Optimization exercise on an open flow, not production practice. RTL: at most simulated, not proved equivalent. Function not checked: runs 1 and 5. Power: default activity.

--- run.sh ---
#!/bin/bash
# synth_recipe.tcl (not shown) runs the flow's synth.tcl, then flattens the netlist and writes it again
# the make line also repeats each setting of config.mk as NAME=value (left out here)
make -C /OpenROAD-flow-scripts/flow DESIGN_CONFIG=/design/flow/config.mk WORK_HOME=/design/flow/orfs CLKGATE_MAP_FILE= SYNTH_SCRIPT=/design/flow/synth_recipe.tcl finish
--- config.mk ---
export PLATFORM = sky130hd
export DESIGN_NAME = nmea_gga_sentence_parser
export DESIGN_NICKNAME = nmea_gga_sentence_parser
export VERILOG_FILES = /design/flow/design.v
export SDC_FILE = /design/flow/constraint.sdc
export NUM_CORES = 4
export LEC_CHECK = 0
export CAP_MARGIN = 20
export CORE_MARGIN = 2
export CORE_UTILIZATION = 40
export SLEW_MARGIN = 20
--- constraint.sdc ---
create_clock -name core_clock -period 11.0 [get_ports {clk}]
set_input_delay 2.2000 -clock core_clock [delete_from_list [all_inputs] [get_ports {clk}]]
set_output_delay 2.2000 -clock core_clock [all_outputs]
set_load 0.01 [all_outputs]
--- design.v ---
`timescale 1ns / 1ps
`default_nettype none
package ngga_pkg;
	function automatic logic [7:0] head_char(input logic [2:0] n);
		logic [7:0] r;
		case (n)
			3'd0: r = 8'h24;
			3'd1: r = 8'h47;
			3'd2: r = 8'h50;
			3'd3: r = 8'h47;
			3'd4: r = 8'h47;
			3'd5: r = 8'h41;
			default: r = 8'h00;
		endcase
		head_char = r;
	endfunction
	function automatic logic is_digit(input logic [7:0] c);
		is_digit = (c >= 8'h30) && (c <= 8'h39);
	endfunction
	function automatic logic is_space(input logic [7:0] c);
		is_space = c == 8'h20 || (c >= 8'h09 && c <= 8'h0d) || c == 8'h2b;
	endfunction
	function automatic logic [6:0] pair_code(input logic [7:0] a);
		pair_code = {1'b0, is_space(a), is_digit(a), a[3:0]};
	endfunction
	function automatic logic [6:0] pair_value(input logic [6:0] code, input logic [7:0] b);
		logic [6:0] da;
		logic [6:0] db;
		logic [6:0] r;
		da = 7'(code[3:0]);
		db = 7'(b[3:0]);
		r = 7'd0;
		if (code[4]) begin
			r = is_digit(b) ? 7'(da * 7'd10 + db) : da;
		end else if (code[5]) begin
			r = is_digit(b) ? db : 7'd0;
		end
		pair_value = r;
	endfunction
	function automatic logic [9:0] min_step(input logic [1:0] rr, input logic [3:0] d);
		logic [7:0] t;
		logic [1:0] r;
		case ({rr, d})
			6'd0: begin t = 8'd0; r = 2'd0; end
			6'd1: begin t = 8'd16; r = 2'd2; end
			6'd2: begin t = 8'd33; r = 2'd1; end
			6'd3: begin t = 8'd50; r = 2'd0; end
			6'd4: begin t = 8'd66; r = 2'd2; end
			6'd5: begin t = 8'd83; r = 2'd1; end
			6'd6: begin t = 8'd100; r = 2'd0; end
			6'd7: begin t = 8'd116; r = 2'd2; end
			6'd8: begin t = 8'd133; r = 2'd1; end
			6'd9: begin t = 8'd150; r = 2'd0; end
			6'd16: begin t = 8'd3; r = 2'd1; end
			6'd17: begin t = 8'd20; r = 2'd0; end
			6'd18: begin t = 8'd36; r = 2'd2; end
			6'd19: begin t = 8'd53; r = 2'd1; end
			6'd20: begin t = 8'd70; r = 2'd0; end
			6'd21: begin t = 8'd86; r = 2'd2; end
			6'd22: begin t = 8'd103; r = 2'd1; end
			6'd23: begin t = 8'd120; r = 2'd0; end
			6'd24: begin t = 8'd136; r = 2'd2; end
			6'd25: begin t = 8'd153; r = 2'd1; end
			6'd32: begin t = 8'd6; r = 2'd2; end
			6'd33: begin t = 8'd23; r = 2'd1; end
			6'd34: begin t = 8'd40; r = 2'd0; end
			6'd35: begin t = 8'd56; r = 2'd2; end
			6'd36: begin t = 8'd73; r = 2'd1; end
			6'd37: begin t = 8'd90; r = 2'd0; end
			6'd38: begin t = 8'd106; r = 2'd2; end
			6'd39: begin t = 8'd123; r = 2'd1; end
			6'd40: begin t = 8'd140; r = 2'd0; end
			6'd41: begin t = 8'd156; r = 2'd2; end
			default: begin t = 8'd0; r = 2'd0; end
		endcase
		min_step = {r, t};
	endfunction
endpackage
`default_nettype wire
`timescale 1ns / 1ps
`default_nettype none
module ngga_back (
	input wire logic clk,
	input wire logic clr,
	input wire logic hi_n,
	input wire logic [1:0] feed,
	input wire logic [1:0] close,
	input wire logic [7:0] c,
	input wire logic dig,
	output logic need1,
	output logic flushing0,
	output logic [1:0] rdy,
	output logic [1:0] ov,
	output logic [1:0] qv,
	output logic [31:0] q0,
	output logic [31:0] q1
);
	localparam logic [1:0] PH_INT = 2'd0;
	localparam logic [1:0] PH_FRAC = 2'd1;
	localparam logic [1:0] PH_DONE = 2'd2;
	logic [1:0] ph_q [2];
	logic [1:0] ph_n [2];
	logic [2:0] cn_q [2];
	logic [2:0] cn_n [2];
	logic [7:0] win_q [2];
	logic [7:0] win_n [2];
	logic [1:0] r_q [2];
	logic [1:0] r_n [2];
	logic [31:0] q_q [2];
	logic [31:0] q_n [2];
	logic ov_q [2];
	logic ov_n [2];
	logic qv_q [2];
	logic qv_n [2];
	logic rdy_q [2];
	logic rdy_n [2];
	logic [1:0] flush;
	logic [1:0] flush_n;
	logic [1:0] flush_q;
	logic n1_q;
	logic sel_q;
	logic sel_n;
	logic [7:0] t_q;
	logic [7:0] t_n;
	logic [1:0] rs_q;
	logic [1:0] rs_n;
	logic sel;
	logic deg;
	logic [3:0] dout;
	logic [9:0] ms;
	logic [7:0] t;
	logic [31:0] qs;
	logic [34:0] csa_s;
	logic [34:0] csa_c;
	logic [34:0] u;
	logic [35:0] sum;
	assign q0 = q_q[0];
	assign q1 = q_q[1];
	assign ov = {ov_q[1], ov_q[0]};
	assign qv = {qv_q[1], qv_q[0]};
	assign rdy = {rdy_q[1], rdy_q[0]};
	assign flushing0 = flush[0];
	always_comb begin
		for (int k = 0; k < 2; k++) begin
			flush[k] = flush_q[k];
		end
		sel = sel_q;
		qs = sel ? (q_q[1] & {32{qv_q[1]}}) : (q_q[0] & {32{qv_q[0]}});
		t = t_q;
		csa_s = {1'b0, qs, 2'b00} ^ {3'b000, qs} ^ {28'd0, t[7:1]};
		csa_c = ({1'b0, qs, 2'b00} & {3'b000, qs}) | ({1'b0, qs, 2'b00} & {28'd0, t[7:1]}) |
			({3'b000, qs} & {28'd0, t[7:1]});
		u = csa_s + {csa_c[33:0], 1'b0};
		sum = {u, t[0]};
		need1 = dig && n1_q;
	end
	always_comb begin
		logic step;
		for (int k = 0; k < 2; k++) begin
			ph_n[k] = ph_q[k];
			cn_n[k] = cn_q[k];
			win_n[k] = win_q[k];
			r_n[k] = r_q[k];
			q_n[k] = q_q[k];
			ov_n[k] = ov_q[k];
			qv_n[k] = qv_q[k];
			step = 1'b0;
			case (ph_q[k])
				PH_INT: begin
					if (feed[k]) begin
						if (dig) begin
							if (cn_q[k] >= 3'd5) begin
								ov_n[k] = 1'b1;
							end else begin
								step = cn_q[k] >= 3'd2;
								win_n[k] = {win_q[k][3:0], c[3:0]};
								cn_n[k] = (cn_q[k] == 3'd0 && c[3:0] == 4'd0) ? 3'd0 : cn_q[k] + 3'd1;
							end
						end else if (c == 8'h2e) begin
							ph_n[k] = PH_FRAC;
							cn_n[k] = 3'd0;
						end else begin
							ph_n[k] = PH_DONE;
							cn_n[k] = 3'd0;
						end
					end
				end
				PH_FRAC: begin
					if (feed[k]) begin
						if (dig) begin
							if (cn_q[k] < 3'd4) begin
								step = 1'b1;
								win_n[k] = {win_q[k][3:0], c[3:0]};
								cn_n[k] = cn_q[k] + 3'd1;
							end
						end else begin
							ph_n[k] = PH_DONE;
						end
					end
				end
				default: begin
					if (flush[k] && (sel == (k == 1))) begin
						step = 1'b1;
						win_n[k] = {win_q[k][3:0], 4'd0};
						cn_n[k] = cn_q[k] + 3'd1;
					end
				end
			endcase
			if (step) begin
				q_n[k] = sum[31:0];
				qv_n[k] = 1'b1;
				r_n[k] = rs_q;
				ov_n[k] = ov_q[k] | (|sum[35:32]);
			end
			if (close[k] && ph_n[k] != PH_DONE) begin
				cn_n[k] = (ph_n[k] == PH_INT && cn_n[k] == 3'd0) ? 3'd6 :
					(ph_n[k] == PH_INT ? 3'd0 : cn_n[k]);
				ph_n[k] = PH_DONE;
			end
			if (clr) begin
				ph_n[k] = PH_INT;
				cn_n[k] = 3'd0;
				win_n[k] = 8'h00;
				r_n[k] = 2'd0;
				qv_n[k] = 1'b0;
				ov_n[k] = 1'b0;
			end
			rdy_n[k] = (ph_n[k] == PH_DONE) && (cn_n[k] == 3'd6);
			flush_n[k] = (ph_n[k] == PH_DONE) && (cn_n[k] != 3'd6);
		end
		sel_n = !flush_n[0] && (flush_n[1] || hi_n);
		deg = sel_n ? (ph_n[1] == PH_INT) : (ph_n[0] == PH_INT);
		dout = sel_n ? win_n[1][7:4] : win_n[0][7:4];
		ms = ngga_pkg::min_step(sel_n ? r_n[1] : r_n[0], dout);
		t_n = deg ? 8'({dout, 3'b000} + {dout, 1'b0}) : ms[7:0];
		rs_n = deg ? 2'd0 : ms[9:8];
	end
	always_ff @(posedge clk) begin
		sel_q <= sel_n;
		t_q <= t_n;
		rs_q <= rs_n;
		flush_q <= flush_n;
		n1_q <= (ph_n[1] == PH_INT && cn_n[1] >= 3'd2 && cn_n[1] < 3'd5) ||
			(ph_n[1] == PH_FRAC && cn_n[1] < 3'd4);
		for (int k = 0; k < 2; k++) begin
			ph_q[k] <= ph_n[k];
			cn_q[k] <= cn_n[k];
			win_q[k] <= win_n[k];
			r_q[k] <= r_n[k];
			q_q[k] <= q_n[k];
			ov_q[k] <= ov_n[k];
			qv_q[k] <= qv_n[k];
			rdy_q[k] <= rdy_n[k];
		end
	end
endmodule
`default_nettype wire
`timescale 1ns / 1ps
`default_nettype none
module nmea_gga_sentence_parser (
	input wire logic clk,
	input wire logic arst_n,
	input wire logic char_valid,
	output logic char_stall,
	input wire logic [7:0] char_byte,
	input wire logic char_last,
	output logic res_valid,
	input wire logic res_stall,
	output logic [2:0] res_status,
	output logic [6:0] res_hours,
	output logic [6:0] res_mins,
	output logic [6:0] res_secs,
	output logic [31:0] res_lat_e7,
	output logic [7:0] res_lat_hemi,
	output logic [31:0] res_lon_e7,
	output logic [7:0] res_lon_hemi
);
	logic iv_q;
	logic [7:0] ib_q;
	logic il_q;
	logic idig_q;
	logic icom_q;
	logic init_q;
	logic clr_q;
	logic done_q;
	logic [7:0] cnt_q, cnt_n;
	logic long_q, long_n;
	logic prefix_q, prefix_n;
	logic [3:0] comma_q, comma_n;
	logic [2:0] tidx_q, tidx_n;
	logic intok_q, intok_n;
	logic [2:0] tlen_q, tlen_n;
	logic tbad_q, tbad_n;
	logic [7:0] hnew_q [2];
	logic [7:0] hnew_n [2];
	logic hseen_q [2];
	logic hseen_n [2];
	logic [6:0] pair_q [3];
	logic [6:0] pair_n [3];
	logic [2:0] st_q, st_n;
	logic tm_n;
	logic cm_n;
	logic tm;
	logic cm;
	logic [7:0] hemi_q [2];
	logic [7:0] hemi_n [2];
	logic consume;
	logic [1:0] hnew_w;
	logic [7:0] c_w;
	logic block;
	logic busy;
	logic take;
	logic hi_n;
	logic need1;
	logic flushing0;
	logic [1:0] fcoord;
	logic [1:0] feed;
	logic [1:0] close;
	logic [1:0] rdy;
	logic [1:0] ov;
	logic [1:0] qv;
	logic [1:0] cmk;
	logic [31:0] q0;
	logic [31:0] q1;
	assign busy = done_q | clr_q;
	assign consume = iv_q & ~block;
	assign char_stall = iv_q & block;
	assign res_valid = done_q & rdy[0] & rdy[1];
	assign take = res_valid & ~res_stall;
	assign feed = fcoord & {2{consume}};
	assign hi_n = init_q ? 1'b0 : (consume ? tidx_n >= 3'd4 : tidx_q >= 3'd4);
	always_comb begin
		logic [7:0] c;
		logic comma;
		logic tstart;
		logic [2:0] tok;
		logic ftime;
		logic tg;
		logic t4;
		logic [6:0] pv;
		logic [6:0] lim;
		c = ib_q;
		c_w = ib_q;
		comma = icom_q;
		tstart = !comma && !intok_q;
		tidx_n = (tstart && tidx_q != 3'd7) ? tidx_q + 3'd1 : tidx_q;
		tok = intok_q ? tidx_q - 3'd1 : (tidx_q == 3'd7 ? 3'd6 : tidx_q);
		ftime = !comma && tok == 3'd1 && tlen_q < 3'd6;
		fcoord[0] = !comma && tok == 3'd2;
		fcoord[1] = !comma && tok == 3'd4;
		tg = tidx_q[2] || tidx_q[1] || (tidx_q[0] && !intok_q);
		t4 = tidx_q[2] && !tidx_q[1] && (tidx_q[0] == intok_q);
		block = (busy && (il_q || (!comma && tg))) || (!comma && t4 && need1 && flushing0);
		close[0] = consume && (il_q || (comma && tidx_q == 3'd3));
		close[1] = consume && (il_q || (comma && tidx_q == 3'd5));
		cnt_n = cnt_q;
		long_n = long_q;
		if (!long_q) begin
			if (cnt_q == 8'd255) begin
				long_n = 1'b1;
			end else begin
				cnt_n = cnt_q + 8'd1;
			end
		end
		prefix_n = prefix_q;
		if (cnt_q < 8'd6 && c != ngga_pkg::head_char(cnt_q[2:0])) begin
			prefix_n = 1'b0;
		end
		comma_n = (comma && comma_q != 4'd15) ? comma_q + 4'd1 : comma_q;
		intok_n = !comma;
		for (int k = 0; k < 2; k++) begin
			hnew_n[k] = hnew_q[k];
			hseen_n[k] = hseen_q[k];
			hemi_n[k] = hemi_q[k];
		end
		hnew_w[0] = tstart && tok == 3'd3;
		hnew_w[1] = tstart && tok == 3'd5;
		for (int k = 0; k < 2; k++) begin
			if (hnew_w[k]) begin
				hnew_n[k] = c;
				hseen_n[k] = 1'b1;
			end
		end
		for (int k = 0; k < 3; k++) begin
			pair_n[k] = pair_q[k];
		end
		tlen_n = tlen_q;
		tbad_n = tbad_q;
		pv = ngga_pkg::pair_value(pair_q[2], c);
		lim = (tlen_q[2:1] == 2'd0) ? 7'd23 : 7'd59;
		if (ftime) begin
			tlen_n = tlen_q + 3'd1;
			if (!tlen_q[0]) begin
				pair_n[0] = pair_q[1];
				pair_n[1] = pair_q[2];
				pair_n[2] = ngga_pkg::pair_code(c);
			end else begin
				pair_n[2] = pv;
				if (pv > lim) begin
					tbad_n = 1'b1;
				end
			end
		end
		if (cnt_n < 8'd6 || !prefix_n) begin
			st_n = 3'd1;
		end else if (comma_n < 4'd14) begin
			st_n = 3'd2;
		end else if (long_n) begin
			st_n = 3'd5;
		end else if (tlen_n < 3'd6) begin
			st_n = 3'd3;
		end else if (tbad_n) begin
			st_n = 3'd4;
		end else begin
			st_n = 3'd0;
		end
		tm_n = (st_n == 3'd0) || (st_n == 3'd4);
		cm_n = tm_n || (st_n == 3'd3);
		if (cm_n) begin
			for (int k = 0; k < 2; k++) begin
				if (hseen_n[k]) begin
					hemi_n[k] = hnew_n[k];
				end
			end
		end
		if (il_q) begin
			cnt_n = '0;
			long_n = 1'b0;
			prefix_n = 1'b1;
			comma_n = '0;
			tidx_n = '0;
			intok_n = 1'b0;
			tlen_n = '0;
			tbad_n = 1'b0;
			for (int k = 0; k < 2; k++) begin
				hseen_n[k] = 1'b0;
			end
		end
	end
	always_ff @(posedge clk or negedge arst_n) begin
		if (!arst_n) begin
			iv_q <= 1'b0;
			init_q <= 1'b1;
			clr_q <= 1'b1;
			done_q <= 1'b0;
		end else begin
			if (!char_stall) begin
				iv_q <= char_valid;
			end
			init_q <= 1'b0;
			clr_q <= take;
			if (take) begin
				done_q <= 1'b0;
			end else if (consume && il_q) begin
				done_q <= 1'b1;
			end
		end
	end
	always_ff @(posedge clk) begin
		if (!char_stall) begin
			ib_q <= char_byte;
			il_q <= char_last;
			idig_q <= ngga_pkg::is_digit(char_byte);
			icom_q <= (char_byte == 8'h2c);
		end
		if (init_q) begin
			cnt_q <= '0;
			long_q <= 1'b0;
			prefix_q <= 1'b1;
			comma_q <= '0;
			tidx_q <= '0;
			intok_q <= 1'b0;
			tlen_q <= '0;
			tbad_q <= 1'b0;
			for (int k = 0; k < 2; k++) begin
				hseen_q[k] <= 1'b0;
				hemi_q[k] <= '0;
			end
		end else if (consume) begin
			cnt_q <= cnt_n;
			long_q <= long_n;
			prefix_q <= prefix_n;
			comma_q <= comma_n;
			tidx_q <= tidx_n;
			intok_q <= intok_n;
			tlen_q <= tlen_n;
			tbad_q <= tbad_n;
			for (int k = 0; k < 2; k++) begin
				if (hnew_w[k]) begin
					hnew_q[k] <= c_w;
				end
				hseen_q[k] <= hseen_n[k];
			end
			for (int k = 0; k < 3; k++) begin
				pair_q[k] <= pair_n[k];
			end
			if (il_q) begin
				st_q <= st_n;
				for (int k = 0; k < 2; k++) begin
					hemi_q[k] <= hemi_n[k];
				end
			end
		end
	end
	ngga_back u_back (
		.clk(clk),
		.clr(clr_q),
		.hi_n(hi_n),
		.feed(feed),
		.close(close),
		.c(ib_q),
		.dig(idig_q),
		.need1(need1),
		.flushing0(flushing0),
		.rdy(rdy),
		.ov(ov),
		.qv(qv),
		.q0(q0),
		.q1(q1)
	);
	assign res_status = st_q;
	assign res_hours = tm ? pair_q[0] : 7'd0;
	assign res_mins = tm ? pair_q[1] : 7'd0;
	assign res_secs = tm ? pair_q[2] : 7'd0;
	assign tm = !st_q[1] && !st_q[0];
	assign cm = st_q[1] == st_q[0];
	assign cmk = {2{cm}} & (qv | ov);
	assign res_lat_e7 = cmk[0] ? (q0 | {32{ov[0]}}) : 32'd0;
	assign res_lon_e7 = cmk[1] ? (q1 | {32{ov[1]}}) : 32'd0;
	assign res_lat_hemi = hemi_q[0];
	assign res_lon_hemi = hemi_q[1];
endmodule
`default_nettype wire
==> results.sh, run 1 <==
export IMPL_outcome="timing/DRC/antenna clean"
export IMPL_core_um2=32500
export IMPL_synth_area_um2=13100
export IMPL_htree_levels=1
export IMPL_wl_met1_mm=16.1
export IMPL_cts_inserted_buffers=25
export IMPL_nNetsFinal=1630
export IMPL_final_util_pct=48.0
export IMPL_synth_top_area_cell="edfxtp_1"
export IMPL_syn_to_final_growth_pct=18.6
export IMPL_synthDominantCellAreaShare_pct=26.3
export IMPL_synth_flop_cell="edfxtp_1"
export IMPL_synth_edff_count=115
export IMPL_ys_top_cells_by_area="edfxtp_1, dfxtp_1, ha_1"
export IMPL_hold_viol_final=0
export IMPL_design_area_um2=15600
export IMPL_gp_congestion=0.891
export IMPL_peakVddDrop_mv=0.155
export IMPL_setup_viol=0
export IMPL_hold_buffers=0
export IMPL_regArea_um2=5340
export IMPL_grt_total_usage_pct=19.1
export IMPL_diodes=0
export IMPL_globalRoute_totalOverflow=0
export IMPL_finalWirelength_mm=32.4
export IMPL_cts_sinks=208
export IMPL_crit_fanout=25
export IMPL_fin_worst_skew_ps=18.5
export IMPL_period_needed_ps=5760
export IMPL_post_route_period_util_pct=52.4
export IMPL_synth_seq_cells=208
export IMPL_antenna_found_initial=0
export IMPL_powerDensity_nw_per_um2=328
export IMPL_grt_setup_unrepaired="false"
export IMPL_dp_hpwl_mm=23.2
export IMPL_highest_layer="met4"
export IMPL_dr_wl_met3_mm=1.57
export IMPL_grt_pass1_vias=10100
export IMPL_worstSetupPathType="reg2reg"
export IMPL_io_pins=119
export IMPL_p_leak_nw=6.04
export IMPL_die_height_um=185
export IMPL_ys_seq_area_share_pct=40.6
export IMPL_io_buffers=118
export IMPL_drcViolationCount=0
export IMPL_cts_setup_buffers=0
export IMPL_clk_pin_slew_ps=60
export IMPL_post_cts_resized=0
export IMPL_fmax_ghz=0.174
export IMPL_finalMaxSlewViolations=0
export IMPL_die_area_um2=34300
export IMPL_relSlewSlack_pct=38.1
export IMPL_fill_cells=3066
export IMPL_final_layout_size_suffix_gt1_share_pct=7.87
export IMPL_worstSetupEndpointType="flip-flop"
export IMPL_hp_class="reg2reg"
export IMPL_vias_per_cell=5.39
export IMPL_synth_async_reset_ratio_pct=1.92
export IMPL_drt_iter0_drc=786
export IMPL_wl_met2_mm=14.1
export IMPL_arrival_ps=6160
export IMPL_maxCapViolCount=0
export IMPL_first_pass_iters=8
export IMPL_cts_root_buf="clkbuf_16"
export IMPL_fp_dieW_um=185
export IMPL_critPathRequiredTime_ps=11400
export IMPL_start_kind="flip-flop"
export IMPL_ant_nets=0
export IMPL_synth_cells=1405
export IMPL_clk_latency_ps=530
export IMPL_yosysWarnings=26
export IMPL_wire_per_inst_um=16.5
export IMPL_vias=10600
export IMPL_grt_pass1_wl_mm=52.9
export IMPL_setup_tns_final_ps=0
export IMPL_place_area_um2=14800
export IMPL_start_util_pct=40.5
export IMPL_ys_types=99
export IMPL_tightest_slew_ps=902
export IMPL_cts_tree="built"
export IMPL_clockBufferDepth=3
export IMPL_rows=66
export IMPL_synth_nets=1529
export IMPL_avgSynthCellArea_um2=9.35
export IMPL_multi_input_area_um2=7350
export IMPL_grt_max_degree=47
==> where the power goes <==
part	switching, W	internal [W]
Clock	0.000328	0.000465
Combinational	0.00169	0.00116
Sequential	0.000166	0.00130
==> cells in the mapped netlist, types with 8 or more instances <==
library cell	n
mux2i_1	48
nor2_1	263
dfxtp_1	89
xor2_1	19
nand3_1	30
a21oi_1	97
edfxtp_1	115
o31ai_1	8
a22o_1	27
clkbuf_1	51
nor2b_1	13
o21ai_0	42
nor4_1	9
inv_1	54
nand2_1	85
nand4_1	10
fa_1	9
nand2b_1	10
ha_1	102
a21o_1	22
and2_1	28
o21bai_1	12
mux2_2	22
xnor2_1	23
nor3_1	28
a31oi_1	18
==> routing by layer <==
metal | track usage (%) | vias up
met4 | 4.76 | 0
met5 | 0 | -
li1 | - | 5292
met2 | 29.9 | 286
met3 | 2.08 | 39
met1 | 28.1 | 4984
==> state kept, by name, summed over array words and instances (netlist names), 3 cells and up <==
name,flops
cnt_q,8
comma_q,4
hemi_q,16
hnew_q,16
ib_q,8
pair_q,21
st_q,3
tidx_q,3
tlen_q,3
u_back.cn_q,6
u_back.ph_q,4
u_back.q_q,64
u_back.r_q,4
u_back.t_q,7
u_back.win_q,16
==> critical path, stage by stage, from the launching register on <==
cell,delay (ps)
dfxtp_1,630
ha_1,340
nor3b_1,130
or3_1,420
a211o_1,470
or4_1,550
a21oi_2,220
o221ai_2,160
a22oi_4,620
mux2i_1,840
inv_1,330
ha_1,280
mux2i_1,210
o22ai_1,120
o311a_1,300
==> cells in the final DEF (no fill, tap or decap), types with 27 or more instances in the layout <==
cell / netlist / final
edfxtp_1: 115 / 115
clkdlybuf4s50_1: 0 / 118
a21oi_1: 97 / 97
a22o_1: 27 / 27
nor3_1: 28 / 28
ha_1: 102 / 102
inv_1: 54 / 54
nor2_1: 263 / 262
nand3_1: 30 / 30
mux2i_1: 48 / 48
nand2_1: 85 / 85
o21ai_0: 42 / 42
dfxtp_1: 89 / 89
and2_1: 28 / 28
==> path summary, 6_finish.rpt <==
path | from | endpoint | slack (ps) | cells after the start
hold / removal | pair_q[1][5]$_DFFE_PP_ | pair_q[0][5]$_DFFE_PP_ | 440 | 0
max in group asynchronous | arst_n | init_q$_DFF_PN1_ | 8850 | 1
min in group asynchronous | arst_n | iv_q$_DFFE_PN0N_ | 1890 | 1
hold reg to reg | pair_q[1][5]$_DFFE_PP_ | pair_q[0][5]$_DFFE_PP_ | 440 | 0
setup reg to reg | tidx_q[2]$_SDFFE_PP0N_ | u_back.rs_q[1]$_SDFF_PP0_ | 5240 | 14
setup / recovery | tidx_q[2]$_SDFFE_PP0N_ | u_back.rs_q[1]$_SDFF_PP0_ | 5240 | 14
==> cell families (layout without fill, tap and decap cells) <==
logic type	after synthesis	count (layout)	share of synthesized area, %
AND/OR/NAND/NOR	526	526	18.5
AO/OA/AOI/OAI	323	323	17.3
flip-flops	208	208	40.6
buffers and inverters	120	240	3.65
adder cells (fa/ha/maj)	112	112	11.2
multiplexers	73	73	5.91
XOR/XNOR	42	42	2.80
other	1	1	0.0286
==> area by class of cell <==
type | count | area share [%]
multi-input combinational | 1077 | 47.2
clock inverter | 14 | 0.747
inverter | 57 | 1.39
timing repair buffer | 137 | 8.50
tap | 442 | 3.55
clock buffer | 32 | 4.39
sequential | 208 | 34.3
==> through the flow <==
| step | worst slack, ps | hold slack (ps) | power [W] | instances |
|---|---|---|---|---|
| 2_1_floorplan | 5980 | 418 | 0.00355 | 1405 |
| 3_3_place_gp | 5510 | 423 | 0.00428 | 1921 |
| 3_5_place_dp | 5290 | 431 | 0.00432 | 1921 |
| 4_1_cts | 5260 | 444 | 0.00513 | 1967 |
| 5_1_grt | 4760 | 455 | 0.00554 | 1967 |
| 6_report | 5240 | 442 | 0.00511 | 1967 |
==> run 2, diff against run 1 <==
--- a/design.v
+++ b/design.v
@@ -120,6 +120,8 @@
 	logic n1_q;
 	logic sel_q;
 	logic sel_n;
+	logic qs0_q;
+	logic qs1_q;
 	logic [7:0] t_q;
 	logic [7:0] t_n;
 	logic [1:0] rs_q;
@@ -145,7 +147,7 @@
 			flush[k] = flush_q[k];
 		end
 		sel = sel_q;
-		qs = sel ? (q_q[1] & {32{qv_q[1]}}) : (q_q[0] & {32{qv_q[0]}});
+		qs = (q_q[1] & {32{qs1_q}}) | (q_q[0] & {32{qs0_q}});
 		t = t_q;
 		csa_s = {1'b0, qs, 2'b00} ^ {3'b000, qs} ^ {28'd0, t[7:1]};
 		csa_c = ({1'b0, qs, 2'b00} & {3'b000, qs}) | ({1'b0, qs, 2'b00} & {28'd0, t[7:1]}) |
@@ -237,6 +239,8 @@
 	end
 	always_ff @(posedge clk) begin
 		sel_q <= sel_n;
+		qs0_q <= !sel_n && qv_n[0];
+		qs1_q <= sel_n && qv_n[1];
 		t_q <= t_n;
 		rs_q <= rs_n;
 		flush_q <= flush_n;
==> flow/run.sh (new file) <==
#!/bin/bash
# The standard layout (the standard.sh: standard synthesis, floorplan, placement,
# CTS, routing) with timing repair aiming for more setup slack than the clock needs.
set -e
bash standard.sh SETUP_SLACK_MARGIN=7 finish > standard.log 2>&1
==> standard.sh (new file) <==
#!/bin/bash
# synth_recipe.tcl (not shown) runs the flow's synth.tcl, then flattens the netlist and writes it again
# the make line also repeats each setting of config.mk as NAME=value (left out here)
make -C /OpenROAD-flow-scripts/flow DESIGN_CONFIG=/design/flow/config.mk WORK_HOME=/design/flow/orfs CLKGATE_MAP_FILE= SYNTH_SCRIPT=/design/flow/synth_recipe.tcl "${@:-finish}"
removed: run.sh
==> run 2 against run 1 <==
Core utilization up 7.2 points. Register-to-register slack better by 1300 ps. Clock power up 5.9%. Largest power group unchanged.
==> results.sh, run 2 <==
export IMPL_worstSetupPathType="reg2reg"
export IMPL_synth_area_um2=13100
export IMPL_grt_setup_unrepaired="true"
export IMPL_globalRoute_totalOverflow=0
export IMPL_ys_top_cells_by_area="edfxtp_1, dfxtp_1, ha_1"
export IMPL_dp_hpwl_mm=23.5
export IMPL_clk_latency_ps=530
export IMPL_gp_congestion=0.883
export IMPL_ant_nets=0
export IMPL_clk_pin_slew_ps=60
export IMPL_internal_power_w=0.00356
export IMPL_wire_per_inst_um=17.7
export IMPL_critPathRequiredTime_ps=11420
export IMPL_p_leak_nw=7.32
export IMPL_total_power_w=0.00620
export IMPL_synth_async_reset_ratio_pct=1.90
export IMPL_start_kind="flip-flop"
export IMPL_die_height_um=185
export IMPL_fmax_ghz=0.226
export IMPL_htree_levels=1
export IMPL_hold_viol_final=0
export IMPL_layout_commonest_cell="nor2_1"
export IMPL_cts_sinks=210
export IMPL_crit_path_end="u_back.rs_q[1]$_SDFF_PP0_"
export IMPL_synth_nets=1524
export IMPL_relSlewSlack_pct=40.6
export IMPL_cts_inserted_buffers=25
export IMPL_rrSetupSlack_ps=6580
export IMPL_ys_seq_area_share_pct=41.1
export IMPL_grt_max_degree=46
export IMPL_fin_cells=2082
export IMPL_reg_top3="u_back.q_q (64), pair_q (21)"
export IMPL_post_route_period_util_pct=40.1
export IMPL_rows=66
export IMPL_diodes=0
export IMPL_yosysWarnings=26
export IMPL_p_seq_share_pct=25.1
export IMPL_rr_worst_depth=19
export IMPL_fin_worst_skew_ps=23.4
export IMPL_drt_iter0_drc=942
export IMPL_outcome="timing/DRC/antenna clean"
export IMPL_grt_pass1_wl_mm=58.2
export IMPL_period_needed_ps=4420
export IMPL_clockBufferDepth=3
export IMPL_finalMaxSlewViolations=0
export IMPL_drcViolationCount=0
export IMPL_worstSetupEndpointType="flip-flop"
export IMPL_synth_cells=1400
export IMPL_timing_rr_start="intok_q$_SDFFE_PP0N_"
export IMPL_peakVddDrop_mv=0.182
export IMPL_hp_class="reg2reg"
export IMPL_grt_total_usage_pct=21.1
export IMPL_synthDominantCellAreaShare_pct=26.4
export IMPL_io_buffers=118
export IMPL_arrival_ps=4830
export IMPL_crit_fanout=6
export IMPL_hold_buffers=0
export IMPL_dp_cells=1912
export IMPL_fp_dieW_um=185
export IMPL_setup_tns_final_ps=0
export IMPL_pwr_share_comb_pct=61.4
export IMPL_setup_viol=0
export IMPL_vias_per_cell=5.48
export IMPL_cts_root_buf="clkbuf_16"
export IMPL_yosysMostFrequentCell="nor2_1"
export IMPL_synth_common_cells="nor2_1, edfxtp_1, ha_1, nand2_1, dfxtp_1"
export IMPL_synth_edff_count=115
export IMPL_cts_tree="built"
export IMPL_p_sw_w=0.00264
export IMPL_nNetsFinal=1746
export IMPL_synth_top_area_cell="edfxtp_1"
export IMPL_top_register="u_back.q_q"
export IMPL_antenna_found_initial=0
export IMPL_final_util_pct=55.2
export IMPL_final_layout_size_suffix_gt1_share_pct=27.1
export IMPL_sw_frac_of_total_pct=42.6
export IMPL_io_pins=119
export IMPL_core_um2=32400
export IMPL_finalWirelength_mm=36.9
export IMPL_first_pass_iters=6
export IMPL_maxCapViolCount=0
export IMPL_grt_pass1_vias=11000
export IMPL_synth_seq_cells=210
export IMPL_critPathLaunch="intok_q$_SDFFE_PP0N_"
export IMPL_die_area_um2=34200
export IMPL_ys_types=99
export IMPL_largest_reg_flops=64
export IMPL_tightest_slew_ps=889
export IMPL_synth_flop_cell="edfxtp_1"
export IMPL_r2r_end="u_back.rs_q[1]$_SDFF_PP0_"
export IMPL_layout_common_cells="nor2_1, edfxtp_1, buf_4, nand2_1, ha_1"
export IMPL_syn_to_final_growth_pct=36.5
export IMPL_start_util_pct=40.5
export IMPL_clkPwrFrac_pct=13.6
export IMPL_vias=11400
export IMPL_avgSynthCellArea_um2=9.35
export IMPL_powerDensity_nw_per_um2=347
[run 2: cell types whose count changed after synthesis, moves of 6 or more]
cell / before / now
a21oi_1: 97 / 76
nand4_1: 10 / 17
clkbuf_1: 51 / 58
nand2_1: 85 / 93
xor2_1: 19 / 12
o21a_1: 5 / 12
nor2_1: 263 / 256
a22o_1: 27 / 34
mux2_2: 22 / 16
and3_1: 7 / 15
xnor2_1: 23 / 30
o21ai_0: 42 / 48
[run 2: cell families (layout without fill, tap and decap cells)]
| family | after synthesis | in the layout | synth area share [%] |
|---|---|---|---|
| adders and majority gates | 111 | 111 | 11.1 |
| AOI/OAI and AO/OA | 314 | 314 | 17.2 |
| and+or+nand+nor | 539 | 540 | 19.1 |
| xor gates and xnor gates | 42 | 42 | 2.81 |
| other | 1 | 1 | 0.0286 |
| muxes | 63 | 63 | 5.13 |
| buffers and inverters | 120 | 359 | 3.58 |
| DFF | 210 | 210 | 41.1 |
[run 2: routing by layer]
metal / track usage, % / part of all wire, %
met5: 0 / 0
met4: 6.51 / 2.6
met3: 2.28 / 5.1
met2: 35.1 / 47
met1: 28.9 / 45
[run 2: final cells by class]
| cell class | count | area [um^2] |
|---|---|---|
| timing repair buffer | 261 | 2600 |
| fill | 2871 | 14500 |
| sequential | 210 | 5390 |
| clock inverter | 17 | 191 |
| clock buffer | 28 | 647 |
| multi-input combinational | 1071 | 8280 |
| inverter | 53 | 216 |
| tap | 442 | 553 |
[run 2: through the flow]
stage	cell area [um^2]	setup WS (ps)	hold slack, ps
after floorplan	13200	6660	418
after global placement	14800	5610	423
after detailed placement	14800	5510	425
after CTS	16700	6690	439
after global routing	17900	6420	458
final	17900	6580	440
[run 2: worst min path at each step]
stage,from,to,slack [ps],cells after the start
floorplan,pair_q[1][0]$_DFFE_PP_,pair_q[0][0]$_DFFE_PP_,420,0
finish,pair_q[1][6]$_DFFE_PP_,pair_q[0][6]$_DFFE_PP_,440,0
detailed placement,pair_q[1][4]$_DFFE_PP_,pair_q[0][4]$_DFFE_PP_,430,0
global placement,pair_q[1][4]$_DFFE_PP_,pair_q[0][4]$_DFFE_PP_,420,0
CTS,pair_q[1][4]$_DFFE_PP_,pair_q[0][4]$_DFFE_PP_,440,0
global route,pair_q[1][6]$_DFFE_PP_,pair_q[0][6]$_DFFE_PP_,460,0
[run 2: power by group through the flow]
stage	Clock, W	Combinational (W)	Sequential [W]
2_1_floorplan	0	0.00238	0.00148
3_3_place_gp	0	0.00307	0.00156
3_5_place_dp	0	0.00311	0.00156
4_1_cts	0.000862	0.00343	0.00154
5_1_grt	0.000888	0.00419	0.00158
6_report	0.000841	0.00380	0.00155
[run 2: worst max-delay path: stages (launching register included)]
cell and delay, ps:
dfxtp_4 360, inv_4 40, ha_4 250, nand4_1 140
buf_4 200, o41a_4 480, o21ai_4 220, buf_6 130
nor2_2 30, o311a_1 330, and3b_2 230, o31a_4 300
a21oi_4 190, mux2i_1 240, buf_6 140, clkinvlp_4 140
ha_1 220, mux2i_1 210, o22ai_1 100, o311a_1 350
[run 2: timing repair]
item	CTS	global route
cloned	5	3
resized for setup	359	231
endpoints found under the hold margin	0	0
endpoints found under the setup margin	118	104
pin swaps	56	76
setup buffers	83	34
Testbench counts of run 2, summed over its fixed seeds: cycles 25,028.
==> run 3, diff against run 2 <==
==> flow/run.sh (replaced) <==
#!/bin/bash
# The standard layout (the standard.sh: standard synthesis, floorplan, placement,
# CTS, routing) with timing repair aiming for more setup slack than the clock needs.
set -e
bash standard.sh SETUP_SLACK_MARGIN=6.5 finish > standard.log 2>&1
==> run 3 against run 2 <==
Still clean on timing, DRC and antenna. Synthesized cell count did not move. Cell area down 8.2%. Clock power decreased by 5.1%. Wire length decreased by 6.5%. Sequential power about the same. Sequential share of layout area is 2.7 points higher.
==> results.sh, run 3 <==
export IMPL_synth_edff_count=115
export IMPL_die_height_um=185
export IMPL_fp_dieW_um=185
export IMPL_avgSynthCellArea_um2=9.35
export IMPL_synth_top_area_cell="edfxtp_1"
export IMPL_finalWirelength_mm=34.5
export IMPL_dp_hpwl_mm=23.5
export IMPL_gp_congestion=0.911
export IMPL_finalMaxSlewViolations=0
export IMPL_drcViolationCount=0
export IMPL_arrival_ps=4860
export IMPL_first_pass_iters=5
export IMPL_fmax_ghz=0.225
export IMPL_cts_inserted_buffers=25
export IMPL_hp_class="reg2reg"
export IMPL_tightest_slew_ps=1010
export IMPL_die_area_um2=34200
export IMPL_vias=10900
export IMPL_clk_pin_slew_ps=60
export IMPL_synth_area_um2=13100
export IMPL_fin_worst_skew_ps=10.1
export IMPL_grt_pass1_wl_mm=55.1
export IMPL_post_route_period_util_pct=40.5
export IMPL_layout_commonest_cell="nor2_1"
export IMPL_reg_top3="u_back.q_q (64), pair_q (21)"
export IMPL_timing_rr_start="tidx_q[0]$_SDFFE_PP0N_"
export IMPL_synthDominantCellAreaShare_pct=26.4
export IMPL_hp_start="pair_q[1][4]$_DFFE_PP_"
export IMPL_ys_types=99
export IMPL_clockBufferDepth=3
export IMPL_period_needed_ps=4450
export IMPL_cts_root_buf="clkbuf_16"
export IMPL_grt_max_degree=45
export IMPL_fill_cells=3063
export IMPL_htree_levels=1
export IMPL_start_kind="flip-flop"
export IMPL_nNetsFinal=1678
export IMPL_layout_common_cells="nor2_1, edfxtp_1, nand2_1, ha_1, dfxtp_1"
export IMPL_ant_nets=0
export IMPL_critPathLaunch="tidx_q[0]$_SDFFE_PP0N_"
export IMPL_relSlewSlack_pct=32.3
export IMPL_synth_nets=1524
export IMPL_yosysMostFrequentCell="nor2_1"
export IMPL_clk_latency_ps=540
export IMPL_p_leak_nw=6.64
export IMPL_total_power_w=0.00578
export IMPL_synth_flop_cell="edfxtp_1"
export IMPL_vias_per_cell=5.41
export IMPL_top_register="u_back.q_q"
export IMPL_drt_iter0_drc=860
export IMPL_synth_cells=1400
export IMPL_synth_common_cells="nor2_1, edfxtp_1, ha_1, nand2_1, dfxtp_1"
export IMPL_synth_async_reset_ratio_pct=1.90
export IMPL_start_util_pct=40.5
export IMPL_largest_reg_flops=64
export IMPL_ys_seq_area_share_pct=41.1
export IMPL_grt_setup_unrepaired="true"
export IMPL_rows=66
export IMPL_globalRoute_totalOverflow=0
export IMPL_peakVddDrop_mv=0.167
export IMPL_grt_total_usage_pct=19.9
export IMPL_antenna_found_initial=0
export IMPL_io_pins=119
export IMPL_setup_tns_final_ps=0
export IMPL_setup_viol=0
export IMPL_critPathRequiredTime_ps=11410
export IMPL_wire_per_inst_um=17.1
export IMPL_diodes=0
export IMPL_crit_fanout=8
export IMPL_maxCapViolCount=0
export IMPL_cts_sinks=210
export IMPL_powerDensity_nw_per_um2=352
export IMPL_synth_seq_cells=210
export IMPL_io_buffers=118
export IMPL_hold_viol_final=0
export IMPL_grt_pass1_vias=10400
export IMPL_cts_tree="built"
export IMPL_worstSetupPathType="reg2reg"
export IMPL_yosysWarnings=26
export IMPL_ys_top_cells_by_area="edfxtp_1, dfxtp_1, ha_1"
export IMPL_final_layout_size_suffix_gt1_share_pct=14.7
export IMPL_syn_to_final_growth_pct=25.3
export IMPL_core_um2=32400
export IMPL_outcome="timing/DRC/antenna clean"
export IMPL_worstSetupEndpointType="flip-flop"
run 3: final timing paths:
path / end / slack (ps) / cells past startpoint
hold / removal: pair_q[0][4]$_DFFE_PP_ / 440 / 0
setup / recovery: u_back.rs_q[1]$_SDFF_PP0_ / 6550 / 18
min in group asynchronous: iv_q$_DFFE_PN0N_ / 1870 / 1
hold reg to reg: pair_q[0][4]$_DFFE_PP_ / 440 / 0
setup reg to reg: u_back.rs_q[1]$_SDFF_PP0_ / 6550 / 18
max in group asynchronous: init_q$_DFF_PN1_ / 8890 / 1
run 3: final cells by class:
class | count | area [um^2] | share of cell area [%]
multi-input cells | 1071 | 7710 | 47.0
flip-flops and latches | 210 | 5390 | 32.9
repair buffers | 193 | 1750 | 10.6
clock buffers | 35 | 736 | 4.48
well taps | 442 | 553 | 3.37
inverters | 53 | 208 | 1.27
clock inverters | 11 | 67.6 | 0.412
run 3: metal layers:
| metal | wire [um] | GRT usage [%] | up-vias |
|---|---|---|---|
| met5 | 0 | 0 | - |
| met1 | 16600 | 28.2 | 5200 |
| met2 | 15700 | 32.6 | 289 |
| met4 | 550 | 4.79 | 0 |
| li1 | - | - | 5372 |
| met3 | 1680 | 2.38 | 45 |
run 3: logic make-up after synthesis:
family	share of synthesized area [%]
adder cells (fa/ha/maj)	11.1
AO/OA/AOI/OAI	17.2
flip-flops	41.1
buffers and inverters	3.58
XOR/XNOR	2.81
AND/OR/NAND/NOR	19.1
other	0.0286
multiplexers	5.13
run 3: power breakdown:
part           total, W  internal (W)  switching, W
sequential      0.00155       0.00136      0.000198
clock          0.000798      0.000467      0.000330
combinational   0.00342       0.00145       0.00198
total           0.00578       0.00327       0.00250
run 3: critical path: stages (launching register included):
cell and delay (ps):
dfxtp_4 390, ha_4 180, ha_4 160, or3_4 410
a221oi_4 460, o2111a_1 300, mux2i_2 280, a311oi_4 80
o31a_1 300, o31a_4 150, a21oi_4 210, buf_6 150
mux2i_4 240, buf_6 150, ha_4 120, inv_2 30
mux2_4 260, and2_4 140, o311a_1 320
run 3: repair_timing:
| item | in CTS | in global routing |
|---|---|---|
| hold buffers | 0 | 0 |
| hold endpoints to repair | 0 | 0 |
| setup buffers | 27 | 26 |
| setup endpoints to repair | 86 | 20 |
| resized for setup | 98 | 63 |
| gates cloned | 1 | 0 |
| pin swaps | 10 | 23 |
run 3: through the flow:
step | worst slack (ps) | hold slack [ps] | utilization, % | cell area [um^2] | instances
6_report | 6550 | 443 | 50.7 | 16400 | 2015
5_1_grt | 6410 | 463 | 50.7 | 16400 | 2015
4_1_cts | 6450 | 443 | 49.2 | 15900 | 1989
3_5_place_dp | 5490 | 428 | 45.7 | 14800 | 1915
3_3_place_gp | 5650 | 424 | 45.7 | 14800 | 1915
2_1_floorplan | 6500 | 418 | - | 13100 | 1400
==> run 4, diff against run 3 <==
==> flow/run.sh (replaced) <==
#!/bin/bash
# The standard layout (the standard.sh: standard synthesis, floorplan, placement,
# CTS, routing) with two changes to how it is made: timing repair aims for more setup
# slack than the clock needs, and the port buffers are the small sky130 buffer.
set -e
bash standard.sh SETUP_SLACK_MARGIN=6.5 'BUFFER_PORTS_ARGS=-buffer_cell sky130_fd_sc_hd__buf_1' finish > standard.log 2>&1
--- a/config.mk
+++ b/config.mk
@@ -8,4 +8,5 @@
 export CAP_MARGIN = 20
 export CORE_MARGIN = 2
 export CORE_UTILIZATION = 40
+export CTS_BUF_LIST = sky130_fd_sc_hd__clkbuf_4
 export SLEW_MARGIN = 20
==> run 4 against run 3 <==
Still clean on timing, DRC and antenna. Register-to-register slack hardly changed. Clock-buffer cell count rose by 52. Cell area shrank 4.5%. Non-clock buffer count unchanged. Die area is the same. Total power shrank 1.9%. Area after synthesis unchanged. Final cell count grew 3.0%. Setup slack got worse by 11 ps. Clock skew is 23 ps higher. Maximum frequency decreased by 0.24%. Largest cell class unchanged.
==> results.sh, run 4 <==
export IMPL_outcome="timing/DRC/antenna clean"
export IMPL_grt_max_degree=46
export IMPL_clockBufferDepth=3
export IMPL_layout_commonest_cell="nor2_1"
export IMPL_gp_congestion=0.882
export IMPL_hold_buffers=0
export IMPL_setup_viol=0
export IMPL_grtUsageMet3_pct=3.52
export IMPL_ys_top_cells_by_area="edfxtp_1, dfxtp_1, ha_1"
export IMPL_place_ws_ps=5480
export IMPL_synth_flop_cell="edfxtp_1"
export IMPL_start_kind="flip-flop"
export IMPL_setup_tns_final_ps=0
export IMPL_cts_sinks=210
export IMPL_layout_common_cells="nor2_1, edfxtp_1, buf_1, ha_1, nand2_1"
export IMPL_tightest_slew_ps=849
export IMPL_grt_pass1_vias=10400
export IMPL_period_needed_ps=4460
export IMPL_htree_levels=2
export IMPL_finalWirelength_mm=34.8
export IMPL_dp_cells=1914
export IMPL_p_sw_w=0.00250
export IMPL_relSlewSlack_pct=42.9
export IMPL_drcViolationCount=0
export IMPL_synth_top_area_cell="edfxtp_1"
export IMPL_sw_frac_of_total_pct=44.1
export IMPL_clkPwrFrac_pct=13.1
export IMPL_synth_seq_cells=210
export IMPL_synth_area_um2=13100
export IMPL_drt_iter0_drc=964
export IMPL_cts_inserted_buffers=57
export IMPL_grt_total_usage_pct=19.9
export IMPL_post_route_period_util_pct=40.6
export IMPL_rows=66
export IMPL_powerDensity_nw_per_um2=362
export IMPL_antenna_found_initial=1
export IMPL_avgSynthCellArea_um2=9.35
export IMPL_crit_fanout=6
export IMPL_maxCapViolCount=0
export IMPL_dp_hpwl_mm=23.2
export IMPL_fin_cells=2075
export IMPL_worstSetupEndpointType="flip-flop"
export IMPL_hp_class="reg2reg"
export IMPL_ant_nets=0
export IMPL_ys_seq_area_share_pct=41.1
export IMPL_largest_reg_flops=64
export IMPL_clk_latency_ps=710
export IMPL_p_seq_share_pct=27.7
export IMPL_cts_tree="built"
export IMPL_internal_power_w=0.00317
export IMPL_busiest_layer="met2"
export IMPL_grt_use_met2_pct=32.0
export IMPL_finalMaxSlewViolations=0
export IMPL_ys_types=99
export IMPL_vias_per_cell=5.37
export IMPL_die_area_um2=34200
export IMPL_reg_top3="u_back.q_q (64), pair_q (21)"
export IMPL_critPathRequiredTime_ps=11590
export IMPL_synth_cells=1400
export IMPL_die_height_um=185
export IMPL_nNetsFinal=1709
export IMPL_cts_root_buf="clkbuf_4"
export IMPL_synthDominantCellAreaShare_pct=26.4
export IMPL_pwr_share_comb_pct=59.3
export IMPL_fin_worst_skew_ps=32.9
export IMPL_worstSetupPathType="reg2reg"
export IMPL_top_register="u_back.q_q"
export IMPL_fmax_ghz=0.224
export IMPL_vias=11100
export IMPL_grt_pass1_wl_mm=54.5
export IMPL_fill_cells=3170
export IMPL_syn_to_final_growth_pct=19.6
export IMPL_synth_common_cells="nor2_1, edfxtp_1, ha_1, nand2_1, dfxtp_1"
export IMPL_fp_dieW_um=185
export IMPL_clk_pin_slew_ps=60
export IMPL_finalWorstSetupSlack_ps=6540
export IMPL_globalRoute_totalOverflow=0
export IMPL_p_leak_nw=6.31
export IMPL_core_um2=32400
export IMPL_rrSetupSlack_ps=6540
export IMPL_hold_viol_final=0
export IMPL_wire_per_inst_um=16.8
export IMPL_io_pins=119
export IMPL_yosysWarnings=26
export IMPL_yosysMostFrequentCell="nor2_1"
export IMPL_arrival_ps=5050
export IMPL_synth_edff_count=115
export IMPL_grt_setup_unrepaired="true"
export IMPL_met1_usage_pct=27.6
export IMPL_io_buffers=118
export IMPL_first_pass_iters=8
export IMPL_synth_async_reset_ratio_pct=1.90
export IMPL_peakVddDrop_mv=0.154
export IMPL_synth_nets=1524
export IMPL_start_util_pct=40.5
export IMPL_final_layout_size_suffix_gt1_share_pct=17.3
==> run 4: cell count changes in the layout (fill, tap and decap cells not counted), sizes merged, moves of 2 or more <==
cell and delta:
clkdlybuf4s50 -53, dlygate4sd2 -61, dlymetal6s2s -4, clkinv +6
buf +114, clkbuf +56, bufinv +2
==> run 4: through the flow <==
stage | power [W] | instance area [um^2] | utilization [%] | hold WS (ps)
after CTS | 0.00550 | 15200 | 46.9 | 448
after detailed placement | 0.00459 | 14000 | 43.4 | 433
after floorplan | 0.00383 | 13100 | - | 418
after global placement | 0.00454 | 14000 | 43.4 | 425
final | 0.00567 | 15700 | 48.4 | 448
after global routing | 0.00611 | 15700 | 48.4 | 457
==> run 4: path summary, 6_finish.rpt <==
| path | endpoint | from | cells after the start |
|---|---|---|---|
| hold / removal | pair_q[0][0]$_DFFE_PP_ | pair_q[1][0]$_DFFE_PP_ | 0 |
| setup reg to reg | u_back.t_q[6]$_DFF_P_ | intok_q$_SDFFE_PP0N_ | 19 |
| hold reg to reg | pair_q[0][0]$_DFFE_PP_ | pair_q[1][0]$_DFFE_PP_ | 0 |
| max in group asynchronous | init_q$_DFF_PN1_ | arst_n | 1 |
| setup / recovery | u_back.t_q[6]$_DFF_P_ | intok_q$_SDFFE_PP0N_ | 19 |
| min in group asynchronous | iv_q$_DFFE_PN0N_ | arst_n | 1 |
==> run 4: power by group through the flow <==
stage / Clock (W) / Combinational, W / Sequential [W]
after floorplan: 0 / 0.00236 / 0.00148
after global placement: 0 / 0.00297 / 0.00157
after detailed placement: 0 / 0.00301 / 0.00158
after CTS: 0.000768 / 0.00317 / 0.00156
after global routing: 0.000809 / 0.00370 / 0.00160
final: 0.000742 / 0.00336 / 0.00157
==> run 4: critical path, stage by stage, from the launching register on <==
cell,delay [ps]
dfxtp_4,370
inv_4,40
ha_4,250
nand4_1,100
buf_4,200
o41a_4,470
o21ai_4,250
nor2_2,50
o311a_1,330
and3b_1,210
o31a_4,390
a21oi_4,210
mux2i_1,240
buf_4,180
clkinvlp_4,170
buf_4,180
ha_1,180
a21oi_1,160
o21ai_0,100
a31o_2,260
==> run 4: area by class of cell <==
class / count / area, um^2 / area share [%]
multi-input combinational: 1070 / 7630 / 48.7
tap: 442 / 553 / 3.53
clock inverter: 19 / 138 / 0.879
inverter: 53 / 210 / 1.34
antenna: 1 / 2.50 / 0.0160
sequential: 210 / 5390 / 34.4
timing repair buffer: 193 / 1080 / 6.90
clock buffer: 87 / 653 / 4.17
==> run 4: routing by layer <==
metal / vias to the layer above / wire length, um
met5: - / 0
met4: 0 / 738
met3: 74 / 2150
met2: 373 / 15700
met1: 5221 / 16200
li1: 5480 / -
==> run 4: kinds of logic (layout without fill, tap and decap cells) <==
| group | count (synthesis) | after routing | share of synthesized area (%) |
|---|---|---|---|
| XOR/XNOR | 42 | 42 | 2.81 |
| AO/OA/AOI/OAI | 314 | 314 | 17.2 |
| flip-flops | 210 | 210 | 41.1 |
| multiplexers | 63 | 63 | 5.13 |
| buffers and inverters | 120 | 352 | 3.58 |
| adder cells (fa/ha/maj) | 111 | 111 | 11.1 |
| other | 1 | 2 | 0.0286 |
| AND/OR/NAND/NOR | 539 | 539 | 19.1 |
==> run 4: timing repair <==
action | 4_1_cts | 5_1_grt
buffers inserted | 25 | 29
endpoints found under the setup margin | 67 | 63
gates resized for setup | 35 | 57
pin swaps | 11 | 19
==> run 5, diff against run 4 <==
--- a/design.v
+++ b/design.v
@@ -87,8 +87,8 @@
 	input wire logic [1:0] close,
 	input wire logic [7:0] c,
 	input wire logic dig,
-	output logic need1,
-	output logic flushing0,
+	output logic lon_wait_n,
+	output logic [1:0] hold_n,
 	output logic [1:0] rdy,
 	output logic [1:0] ov,
 	output logic [1:0] qv,
@@ -117,7 +117,6 @@
 	logic [1:0] flush;
 	logic [1:0] flush_n;
 	logic [1:0] flush_q;
-	logic n1_q;
 	logic sel_q;
 	logic sel_n;
 	logic qs0_q;
@@ -141,7 +140,6 @@
 	assign ov = {ov_q[1], ov_q[0]};
 	assign qv = {qv_q[1], qv_q[0]};
 	assign rdy = {rdy_q[1], rdy_q[0]};
-	assign flushing0 = flush[0];
 	always_comb begin
 		for (int k = 0; k < 2; k++) begin
 			flush[k] = flush_q[k];
@@ -154,7 +152,6 @@
 			({3'b000, qs} & {28'd0, t[7:1]});
 		u = csa_s + {csa_c[33:0], 1'b0};
 		sum = {u, t[0]};
-		need1 = dig && n1_q;
 	end
 	always_comb begin
 		logic step;
@@ -230,6 +227,11 @@
 			rdy_n[k] = (ph_n[k] == PH_DONE) && (cn_n[k] == 3'd6);
 			flush_n[k] = (ph_n[k] == PH_DONE) && (cn_n[k] != 3'd6);
 		end
+		lon_wait_n = flush_n[0] && ((ph_n[1] == PH_INT && cn_n[1] >= 3'd2 && cn_n[1] < 3'd5) ||
+			(ph_n[1] == PH_FRAC && cn_n[1] < 3'd4));
+		for (int k = 0; k < 2; k++) begin
+			hold_n[k] = qv_n[k] || ov_n[k];
+		end
 		sel_n = !flush_n[0] && (flush_n[1] || hi_n);
 		deg = sel_n ? (ph_n[1] == PH_INT) : (ph_n[0] == PH_INT);
 		dout = sel_n ? win_n[1][7:4] : win_n[0][7:4];
@@ -244,8 +246,6 @@
 		t_q <= t_n;
 		rs_q <= rs_n;
 		flush_q <= flush_n;
-		n1_q <= (ph_n[1] == PH_INT && cn_n[1] >= 3'd2 && cn_n[1] < 3'd5) ||
-			(ph_n[1] == PH_FRAC && cn_n[1] < 3'd4);
 		for (int k = 0; k < 2; k++) begin
 			ph_q[k] <= ph_n[k];
 			cn_q[k] <= cn_n[k];
@@ -304,7 +304,19 @@
 	logic [2:0] st_q, st_n;
 	logic tm_n;
 	logic cm_n;
-	logic tm;
+	logic tm_q;
+	logic cm_q;
+	logic [1:0] cmk_q;
+	logic [1:0] hold_n;
+	logic busy_q;
+	logic tg_q;
+	logic lw_q;
+	logic lon_wait_n;
+	logic take_n;
+	logic done_n;
+	logic [2:0] tidx_x;
+	logic intok_x;
+	logic cm_x;
 	logic cm;
 	logic [7:0] hemi_q [2];
 	logic [7:0] hemi_n [2];
@@ -315,18 +327,15 @@
 	logic busy;
 	logic take;
 	logic hi_n;
-	logic need1;
-	logic flushing0;
 	logic [1:0] fcoord;
 	logic [1:0] feed;
 	logic [1:0] close;
 	logic [1:0] rdy;
 	logic [1:0] ov;
 	logic [1:0] qv;
-	logic [1:0] cmk;
 	logic [31:0] q0;
 	logic [31:0] q1;
-	assign busy = done_q | clr_q;
+	assign busy = busy_q;
 	assign consume = iv_q & ~block;
 	assign char_stall = iv_q & block;
 	assign res_valid = done_q & rdy[0] & rdy[1];
@@ -337,10 +346,7 @@
 		logic [7:0] c;
 		logic comma;
 		logic tstart;
-		logic [2:0] tok;
 		logic ftime;
-		logic tg;
-		logic t4;
 		logic [6:0] pv;
 		logic [6:0] lim;
 		c = ib_q;
@@ -348,13 +354,10 @@
 		comma = icom_q;
 		tstart = !comma && !intok_q;
 		tidx_n = (tstart && tidx_q != 3'd7) ? tidx_q + 3'd1 : tidx_q;
-		tok = intok_q ? tidx_q - 3'd1 : (tidx_q == 3'd7 ? 3'd6 : tidx_q);
-		ftime = !comma && tok == 3'd1 && tlen_q < 3'd6;
-		fcoord[0] = !comma && tok == 3'd2;
-		fcoord[1] = !comma && tok == 3'd4;
-		tg = tidx_q[2] || tidx_q[1] || (tidx_q[0] && !intok_q);
-		t4 = tidx_q[2] && !tidx_q[1] && (tidx_q[0] == intok_q);
-		block = (busy && (il_q || (!comma && tg))) || (!comma && t4 && need1 && flushing0);
+		ftime = !comma && (intok_q ? tidx_q == 3'd2 : tidx_q == 3'd1) && tlen_q < 3'd6;
+		fcoord[0] = !comma && (intok_q ? tidx_q == 3'd3 : tidx_q == 3'd2);
+		fcoord[1] = !comma && (intok_q ? tidx_q == 3'd5 : tidx_q == 3'd4);
+		block = (busy && (il_q || (!comma && tg_q))) || (!comma && idig_q && lw_q);
 		close[0] = consume && (il_q || (comma && tidx_q == 3'd3));
 		close[1] = consume && (il_q || (comma && tidx_q == 3'd5));
 		cnt_n = cnt_q;
@@ -377,8 +380,8 @@
 			hseen_n[k] = hseen_q[k];
 			hemi_n[k] = hemi_q[k];
 		end
-		hnew_w[0] = tstart && tok == 3'd3;
-		hnew_w[1] = tstart && tok == 3'd5;
+		hnew_w[0] = tstart && tidx_q == 3'd3;
+		hnew_w[1] = tstart && tidx_q == 3'd5;
 		for (int k = 0; k < 2; k++) begin
 			if (hnew_w[k]) begin
 				hnew_n[k] = c;
@@ -441,6 +444,19 @@
 			end
 		end
 	end
+	always_comb begin
+		take_n = res_valid & ~res_stall;
+		done_n = take_n ? 1'b0 : ((consume && il_q) ? 1'b1 : done_q);
+		tidx_x = init_q ? 3'd0 : (consume ? tidx_n : tidx_q);
+		intok_x = init_q ? 1'b0 : (consume ? intok_n : intok_q);
+		cm_x = (consume && il_q) ? cm_n : cm_q;
+	end
+	always_ff @(posedge clk) begin
+		busy_q <= done_n || take_n;
+		tg_q <= tidx_x[2] || tidx_x[1] || (tidx_x[0] && !intok_x);
+		lw_q <= lon_wait_n && tidx_x[2] && !tidx_x[1] && (tidx_x[0] == intok_x);
+		cmk_q <= {2{cm_x}} & hold_n;
+	end
 	always_ff @(posedge clk or negedge arst_n) begin
 		if (!arst_n) begin
 			iv_q <= 1'b0;
@@ -500,6 +516,8 @@
 			end
 			if (il_q) begin
 				st_q <= st_n;
+				tm_q <= tm_n;
+				cm_q <= cm_n;
 				for (int k = 0; k < 2; k++) begin
 					hemi_q[k] <= hemi_n[k];
 				end
@@ -514,8 +532,8 @@
 		.close(close),
 		.c(ib_q),
 		.dig(idig_q),
-		.need1(need1),
-		.flushing0(flushing0),
+		.lon_wait_n(lon_wait_n),
+		.hold_n(hold_n),
 		.rdy(rdy),
 		.ov(ov),
 		.qv(qv),
@@ -523,14 +541,11 @@
 		.q1(q1)
 	);
 	assign res_status = st_q;
-	assign res_hours = tm ? pair_q[0] : 7'd0;
-	assign res_mins = tm ? pair_q[1] : 7'd0;
-	assign res_secs = tm ? pair_q[2] : 7'd0;
-	assign tm = !st_q[1] && !st_q[0];
-	assign cm = st_q[1] == st_q[0];
-	assign cmk = {2{cm}} & (qv | ov);
-	assign res_lat_e7 = cmk[0] ? (q0 | {32{ov[0]}}) : 32'd0;
-	assign res_lon_e7 = cmk[1] ? (q1 | {32{ov[1]}}) : 32'd0;
+	assign res_hours = tm_q ? pair_q[0] : 7'd0;
+	assign res_mins = tm_q ? pair_q[1] : 7'd0;
+	assign res_secs = tm_q ? pair_q[2] : 7'd0;
+	assign res_lat_e7 = cmk_q[0] ? (q0 | {32{ov[0]}}) : 32'd0;
+	assign res_lon_e7 = cmk_q[1] ? (q1 | {32{ov[1]}}) : 32'd0;
 	assign res_lat_hemi = hemi_q[0];
 	assign res_lon_hemi = hemi_q[1];
 endmodule
==> run 5 against run 4 <==
Register-to-register slack better by 40 ps. Clock skew up 35 ps. Via count down 1.4%. Wire length down 0.36%. Flip-flop and latch count up 6. Worst hold slack worse by 19 ps. First-iteration DRC count down 11%. Non-clock buffer count down 41. Still clean on timing, DRC and antenna. Core utilization down 1.7 points. Critical endpoint is now u_back.rs_q[1]$_SDFF_PP0_.
==> results.sh, run 5 <==
export IMPL_outcome="timing/DRC/antenna clean"
export IMPL_ant_nets=0
export IMPL_vias=11000
export IMPL_synthDominantCellAreaShare_pct=26.4
export IMPL_yosysWarnings=26
export IMPL_max_stage_delay_ps=700
export IMPL_total_power_w=0.00519
export IMPL_globalRoute_totalOverflow=0
export IMPL_maxCapViolCount=0
export IMPL_yosysMostFrequentCell="nor2_1"
export IMPL_ys_types=91
export IMPL_wire_per_inst_um=17.5
export IMPL_hp_start="pair_q[1][5]$_DFFE_PP_"
export IMPL_fin_worst_skew_ps=68.1
export IMPL_synth_area_um2=13300
export IMPL_period_needed_ps=4420
export IMPL_synth_edff_count=117
export IMPL_grt_total_usage_pct=19.7
export IMPL_cts_inserted_buffers=57
export IMPL_wl_met1_mm=17.0
export IMPL_cts_tree="built"
export IMPL_avgSynthCellArea_um2=9.82
export IMPL_setup_tns_final_ps=0
export IMPL_clk_pin_slew_ps=70
export IMPL_clockBufferDepth=3
export IMPL_r2r_end="u_back.rs_q[1]$_SDFF_PP0_"
export IMPL_grt_pass1_wl_mm=54.4
export IMPL_p_leak_nw=5.97
export IMPL_synth_top_area_cell="edfxtp_1"
export IMPL_layout_commonest_cell="nor2_1"
export IMPL_top_register="u_back.q_q"
export IMPL_core_um2=32600
export IMPL_whs_path_depth=0
export IMPL_dr_wl_met3_mm=1.84
export IMPL_grt_max_degree=46
export IMPL_start_kind="flip-flop"
export IMPL_synth_nets=1474
export IMPL_ys_top_cells_by_area="edfxtp_1, dfxtp_1, ha_1"
export IMPL_fmax_ghz=0.226
export IMPL_hold_buffers=0
export IMPL_drt_iter0_drc=861
export IMPL_antenna_found_initial=2
export IMPL_critical_path_most_common_cell="a31oi_1"
export IMPL_finalWirelength_mm=34.7
export IMPL_rrSetupSlack_ps=6580
export IMPL_rows=66
export IMPL_dp_hpwl_mm=23.7
export IMPL_hp_class="reg2reg"
export IMPL_die_area_um2=34700
export IMPL_critPathRequiredTime_ps=11590
export IMPL_tightest_slew_ps=1030
export IMPL_final_layout_size_suffix_gt1_share_pct=13.8
export IMPL_critPathSlowestCell="mux2i_1"
export IMPL_synth_async_reset_ratio_pct=1.85
export IMPL_io_buffers=118
export IMPL_worstHoldEndpoint="pair_q[0][5]$_DFFE_PP_"
export IMPL_layout_common_cells="nor2_1, buf_1, edfxtp_1, ha_1, clkbuf_4"
export IMPL_worstSetupEndpointType="flip-flop"
export IMPL_timing_rr_start="tidx_q[1]$_DFF_P_"
export IMPL_arrival_ps=5010
export IMPL_rr_worst_depth=15
export IMPL_vias_per_cell=5.53
export IMPL_htree_levels=2
export IMPL_synth_flop_cell="edfxtp_1"
export IMPL_post_route_period_util_pct=40.2
export IMPL_synth_cells=1353
export IMPL_nNetsFinal=1620
export IMPL_fp_dieW_um=186
export IMPL_ys_seq_area_share_pct=41.5
export IMPL_hold_viol_final=0
export IMPL_synth_common_cells="nor2_1, edfxtp_1, ha_1, dfxtp_1, a21oi_1"
export IMPL_cp_cell_sequence="ha_1 > ha_2 > and2_0 > o2111a_2 > a31oi_1 > a31oi_1 > nor3_2 > or4b_4 > a32o_4 > buf_4 > inv_2 > mux2i_1 > nor2_1 > o32a_1 > o22ai_1"
export IMPL_powerDensity_nw_per_um2=340
export IMPL_start_util_pct=40.7
export IMPL_io_pins=119
export IMPL_relSlewSlack_pct=31.1
export IMPL_crit_fanout=9
export IMPL_grt_setup_unrepaired="false"
export IMPL_setup_viol=0
export IMPL_synth_seq_cells=216
export IMPL_first_pass_iters=7
export IMPL_reg_top3="u_back.q_q (64), pair_q (21)"
export IMPL_syn_to_final_growth_pct=14.7
export IMPL_finalMaxSlewViolations=0
export IMPL_die_height_um=186
export IMPL_largest_reg_flops=64
export IMPL_gp_congestion=0.897
export IMPL_cts_sinks=216
export IMPL_clk_latency_ps=740
export IMPL_peakVddDrop_mv=0.137
export IMPL_worstSetupPathType="reg2reg"
export IMPL_drcViolationCount=0
export IMPL_grt_pass1_vias=10300
export IMPL_highest_layer="met4"
export IMPL_cts_root_buf="clkbuf_4"
export IMPL_wl_met2_mm=15.0
==> run 5: cell types whose count changed after synthesis, moves of 6 or more <==
cell      change
mux2i_1       -6
or3_1         +9
a221oi_1      +6
nor3_1        +7
o21ai_0       +6
nor2_1      -124
mux2_2        +7
o21a_1       +60
nand2_1      -21
==> run 5: how the worst max path moves through the flow <==
| stage | startpoint | slack, ps | cells after the start | endpoint |
|---|---|---|---|---|
| detailed placement | icom_q$_DFFE_PN_ | 5530 | 15 | u_back.rs_q[0]$_SDFF_PP0_ |
| floorplan | tidx_q[0]$_DFF_P_ | 6700 | 12 | u_back.rs_q[1]$_SDFF_PP0_ |
| global route | il_q$_DFFE_PN_ | 6450 | 15 | u_back.rs_q[0]$_SDFF_PP0_ |
| global placement | icom_q$_DFFE_PN_ | 5760 | 15 | u_back.rs_q[0]$_SDFF_PP0_ |
| finish | tidx_q[1]$_DFF_P_ | 6580 | 15 | u_back.rs_q[1]$_SDFF_PP0_ |
| CTS | il_q$_DFFE_PN_ | 6460 | 15 | u_back.rs_q[0]$_SDFF_PP0_ |
==> run 5: cells by family (layout without fill, tap and decap cells) <==
| kind of cell | after synthesis | in the layout | synth area share (%) |
|---|---|---|---|
| simple gates | 411 | 411 | 15.4 |
| xor+xnor | 43 | 43 | 2.83 |
| buf+inv | 123 | 312 | 3.72 |
| other cells | 1 | 2 | 0.0282 |
| compound gates | 386 | 387 | 20.5 |
| flops | 216 | 216 | 41.5 |
| fa+ha+maj | 109 | 109 | 10.8 |
| mux | 64 | 64 | 5.26 |
==> run 5: what timing repair did <==
action                     in CTS  in global routing
setup buffers                   8                 10
setup endpoints to repair      20                 14
gates cloned                    1                  0
gates resized for setup        17                 27
pin swaps                       1                 12
==> run 5: power breakdown <==
part	total, W	switching [W]	internal, W
combinational	0.00293	0.00176	0.00117
sequential	0.00154	0.000201	0.00134
clock	0.000722	0.000334	0.000389
total	0.00519	0.00229	0.00289
==> run 5: area by class of cell <==
cell class                      count  area (um^2)
Antenna cell                        1         2.50
Clock buffer                       89          668
Sequential cell                   216         5530
Multi-Input combinational cell   1015         7480
Timing Repair Buffer              152          698
Clock inverter                     14         87.6
Fill cell                        3131        17400
Tap cell                          442          553
Inverter                           57          220
==> run 5: worst max-delay path: cells and delay by family, from the launching register on <==
kind / cells / cell delay (ps)
AND/OR/NAND/NOR: 4 / 920
AO/OA/AOI/OAI: 6 / 1580
flip-flops: 1 / 370
multiplexers: 1 / 700
adder cells (fa/ha/maj): 2 / 430
buffers and inverters: 2 / 290
==> run 5: routing by layer <==
metal | vias up | track usage [%]
li1 | 5358 | -
met1 | 5233 | 27.9
met2 | 340 | 30.4
met3 | 58 | 3.43
met4 | 0 | 6.65
met5 | - | 0
==> run 5: through the flow <==
| stage | hold WS (ps) | worst slack, ps | utilization [%] | area (um^2) | std cells |
|---|---|---|---|---|---|
| floorplan | 418 | 6700 | - | 13300 | 1353 |
| global placement | 424 | 5760 | 43.4 | 14100 | 1863 |
| detailed placement | 425 | 5530 | 43.4 | 14100 | 1863 |
| CTS | 442 | 6460 | 46.1 | 15000 | 1975 |
| global route | 456 | 6450 | 46.7 | 15200 | 1986 |
| finish | 429 | 6580 | 46.7 | 15200 | 1986 |
